This is an optimization exercise on Yosys and OpenROAD, whose aim is small area, a short achievable clock period and few clock cycles per item, not a production implementation.
Only simulation tests tie the RTL to the original design; equivalence was not proved.

## mac_accumulator
module mac_accumulator #(
  parameter int WIDTH     = 25,
  parameter int ACC_WIDTH = 64
) (
  input  logic                 clk,
  input  logic                 rst,
  input  logic                 in_valid,
  output logic                 in_ready,
  input  logic [WIDTH-1:0]     in_a,
  input  logic [WIDTH-1:0]     in_x,
  input  logic                 in_last,
  output logic                 out_valid,
  input  logic                 out_ready,
  output logic [ACC_WIDTH-1:0] out_sum,
  output logic [15:0]          out_count,
  output logic                 out_ovf
);
clock: 12.0 ns
lec_check: 0
cap_margin: 20
core_margin: 2
core_utilization: 40
slew_margin: 20
synth_hierarchical: 1
synth_minimum_keep_size: 0
standard.sh (not shown) runs the stock make flow with config.mk's settings and CLKGATE_MAP_FILE= SYNTH_SCRIPT=/design/flow/synth_recipe.tcl, a recipe that flattens the netlist after the stock synthesis.
==> flow/flow/run.sh <==
#!/bin/bash
# The standard layout (standard.sh) with two changes: repair_timing aims for
# 8.2 ns of setup slack on the 12 ns clock (so the achieved period shrinks), and the
# port buffers that buffer_ports inserts use sky130_fd_sc_hd__buf_2.
set -euo pipefail
EXTRA='SETUP_SLACK_MARGIN=8.2 "BUFFER_PORTS_ARGS=-buffer_cell sky130_fd_sc_hd__buf_2"'
sed "s|^make -C |make $EXTRA -C |" standard.sh > standard_tuned.sh
bash standard_tuned.sh > flow_make.log 2>&1
The first run went through all stages and came out clean.
Testbench counts at the start, summed over its fixed seeds: cycles 16,312, beats 16,288.
Next try:
--- a/flow/flow/run.sh
+++ b/flow/flow/run.sh
@@ -3 +3 @@
-# 8.2 ns of setup slack on the 12 ns clock (so the achieved period shrinks), and the
+# 8.4 ns of setup slack on the 12 ns clock (so the achieved period shrinks), and the
@@ -6 +6 @@
-EXTRA='SETUP_SLACK_MARGIN=8.2 "BUFFER_PORTS_ARGS=-buffer_cell sky130_fd_sc_hd__buf_2"'
+EXTRA='SETUP_SLACK_MARGIN=8.4 "BUFFER_PORTS_ARGS=-buffer_cell sky130_fd_sc_hd__buf_2"'
After rerunning:
- synthesized cell count does not change
- via count increases by 3.2%
- wire length increases by 6.2%
- die area does not change
Next try:
--- a/flow/flow/run.sh
+++ b/flow/flow/run.sh
@@ -3 +3 @@
-# 8.4 ns of setup slack on the 12 ns clock (so the achieved period shrinks), and the
+# 8.3 ns of setup slack on the 12 ns clock (so the achieved period shrinks), and the
@@ -6 +6 @@
-EXTRA='SETUP_SLACK_MARGIN=8.4 "BUFFER_PORTS_ARGS=-buffer_cell sky130_fd_sc_hd__buf_2"'
+EXTRA='SETUP_SLACK_MARGIN=8.3 "BUFFER_PORTS_ARGS=-buffer_cell sky130_fd_sc_hd__buf_2"'
CTS_CLUSTER_DIAMETER = 120   (was unset)
CTS_CLUSTER_SIZE = 22   (was unset)
Clock skew came out higher by 5.5 ps.
Synthesized area stays the same.
Final area shrinks by 8.2%.
Sequential cell count stays the same.
Next try:
--- a/flow/flow/run.sh
+++ b/flow/flow/run.sh
@@ -3 +3 @@
-# 8.3 ns of setup slack on the 12 ns clock (so the achieved period shrinks), and the
+# 8.0 ns of setup slack on the 12 ns clock (so the achieved period shrinks), and the
@@ -6 +6 @@
-EXTRA='SETUP_SLACK_MARGIN=8.3 "BUFFER_PORTS_ARGS=-buffer_cell sky130_fd_sc_hd__buf_2"'
+EXTRA='SETUP_SLACK_MARGIN=8.0 "BUFFER_PORTS_ARGS=-buffer_cell sky130_fd_sc_hd__buf_2"'
CTS_CLUSTER_DIAMETER = unset   (was 120)
CTS_CLUSTER_SIZE = unset   (was 22)
Effect:
- sequential share of layout area increases by 0.43 points
- worst hold slack is worse by 13 ps
- design area decreases slightly
- utilization decreases by 0.65 points
- cell count increases slightly
- synthesized cell count is unchanged
- critical path depth does not change
- worst setup slack is worse by 230 ps
- global-route usage is about the same

========
mac_accumulator again, from the RTL that the note above started with.
clock: 12.0 ns
lec_check: 0
cap_margin: 20
core_margin: 2
core_utilization: 40
place_density: 0.75
slew_margin: 20
synth_hierarchical: 1
synth_minimum_keep_size: 0
==> flow/flow/run.sh <==
#!/bin/bash
# The standard layout (standard.sh) with two changes: repair_timing aims for
# 8.3 ns of setup slack on the 12 ns clock (so the achieved period shrinks), and the
# port buffers that buffer_ports inserts use sky130_fd_sc_hd__buf_2.
set -euo pipefail
EXTRA='SETUP_SLACK_MARGIN=8.3 "BUFFER_PORTS_ARGS=-buffer_cell sky130_fd_sc_hd__buf_2"'
sed "s|^make -C |make $EXTRA -C |" standard.sh > standard_tuned.sh
bash standard_tuned.sh > flow_make.log 2>&1
Testbench counts at the start, summed over its fixed seeds: cycles 16,312, beats 16,288.
Change:
==> flow/flow/run.sh (replaced) <==
#!/bin/bash
# The standard layout (standard.sh) with two changes: repair_timing aims for
# 8.5 ns of setup slack on the 12 ns clock (so the achieved period shrinks), and the
# port buffers that buffer_ports inserts use sky130_fd_sc_hd__buf_2.
set -euo pipefail
EXTRA='SETUP_SLACK_MARGIN=8.5 "BUFFER_PORTS_ARGS=-buffer_cell sky130_fd_sc_hd__buf_2"'
sed "s|^make -C |make $EXTRA -C |" standard.sh > standard_tuned.sh
bash standard_tuned.sh > flow_make.log 2>&1
PLACE_DENSITY = default   (was 0.75)
Result: The changed run produced a clean layout; global-route usage increases by 0.93 points; maximum frequency increases by 0.65%; via count decreases by 1.1%; count of clock-buffer cells in the layout increases by 1; setup slack gains 24 ps; sequential share of layout area decreases by 1.7 points; critical path depth increases by 2; synthesized cell count does not change; core utilization increases by 2.9 points.
Change:
==> flow/flow/run.sh (replaced) <==
#!/bin/bash
# The standard layout (standard.sh) with two changes: repair_timing aims for
# 8.3 ns of setup slack on the 12 ns clock (so the achieved period shrinks), and the
# port buffers that buffer_ports inserts use sky130_fd_sc_hd__buf_2.
set -euo pipefail
EXTRA='SETUP_SLACK_MARGIN=8.3 "BUFFER_PORTS_ARGS=-buffer_cell sky130_fd_sc_hd__buf_2"'
sed "s|^make -C |make $EXTRA -C |" standard.sh > standard_tuned.sh
bash standard_tuned.sh > flow_make.log 2>&1
CTS_CLUSTER_DIAMETER = 120   (was default)
CTS_CLUSTER_SIZE = 25   (was default)
Effect: Fmax is higher by 1.2%; non-clock buffer count is lower by 127; worst hold slack hardly moves; wire length is lower by about 7%; final cell count is lower by about 5%; synthesized area stays the same.
Change:
==> flow/flow/run.sh (replaced) <==
#!/bin/bash
# The standard layout (standard.sh) with two changes: repair_timing aims for
# 8.2 ns of setup slack on the 12 ns clock (so the achieved period shrinks), and the
# port buffers that buffer_ports inserts use sky130_fd_sc_hd__buf_2.
set -euo pipefail
EXTRA='SETUP_SLACK_MARGIN=8.2 "BUFFER_PORTS_ARGS=-buffer_cell sky130_fd_sc_hd__buf_2"'
sed "s|^make -C |make $EXTRA -C |" standard.sh > standard_tuned.sh
bash standard_tuned.sh > flow_make.log 2>&1
Outcome: Non-clock buffer count climbs by 17; flip-flop and latch count does not change; critical path depth climbs by 4; die area is unchanged.
Change:
==> flow/flow/run.sh (replaced) <==
#!/bin/bash
# The standard layout (standard.sh) with two changes: repair_timing aims for
# 8.4 ns of setup slack on the 12 ns clock (so the achieved period shrinks), and the
# port buffers that buffer_ports inserts use sky130_fd_sc_hd__buf_2.
set -euo pipefail
EXTRA='SETUP_SLACK_MARGIN=8.4 "BUFFER_PORTS_ARGS=-buffer_cell sky130_fd_sc_hd__buf_2"'
sed "s|^make -C |make $EXTRA -C |" standard.sh > standard_tuned.sh
bash standard_tuned.sh > flow_make.log 2>&1
What happened: The new run completed without violations. Worst setup slack gains 120 ps. Wire length goes up by 5.7%. Synthesized cell count does not change. Sequential share of layout area goes down by 1.6 points. Die area is unchanged. Clock-buffer cell count goes up by 1. Fmax goes up by about 3%. Hold slack gains 3.9 ps. Clock skew stays flat. Global-route usage goes up by 1.1 points.

## re-timing with driven ports
Ports are ideal in the flow. The routed layouts listed here were re-timed in OpenROAD.
Step 1 assumes that a clkbuf_16 drives the clock port and a buf_2 every other input.
Step 2 moves the port delays by t, midway between the first and last clock arrival at a register: inputs arrive t later, outputs are due t later. That takes back most of the time a late clock gives input paths.
a / b / c = no drivers / after step 1 / after step 2; a / b = the first two.
run	t, ns	setup WS [ns]	hold slack, ns	worst slew at a driven data input, ns	pins driven straight from the clock port
the first run of note 1	0.613	8.233 / 8.228 / 7.759	0.419 / 0.419 / 0.419	0.06	1
the second run of note 1	0.615	8.271 / 8.271 / 7.901	0.427 / 0.427 / 0.427	0.06	1
the third run of note 1	0.607	8.294 / 8.283 / 7.857	0.438 / 0.438 / 0.438	0.07	1
the fourth run of note 1	0.611	8.068 / 8.068 / 7.728	0.425 / 0.425 / 0.425	0.05	1
the first run of note 2	0.607	8.235 / 8.235 / 7.899	0.425 / 0.425 / 0.425	0.07	1
the second run of note 2	0.605	8.260 / 8.260 / 8.070	0.428 / 0.428 / 0.428	0.04	1
the third run of note 2	0.597	8.306 / 8.278 / 7.858	0.426 / 0.426 / 0.426	0.07	1
the fourth run of note 2	0.589	8.205 / 8.205 / 7.780	0.430 / 0.430 / 0.430	0.06	1
the fifth run of note 2	0.605	8.322 / 8.309 / 7.915	0.433 / 0.433 / 0.433	0.06	1
After both steps every run listed still meets setup and hold. For the first run of note 1, which loses most, drivers alone change the setup slack by -0.005 ns; drivers and shift together by -0.474 ns.
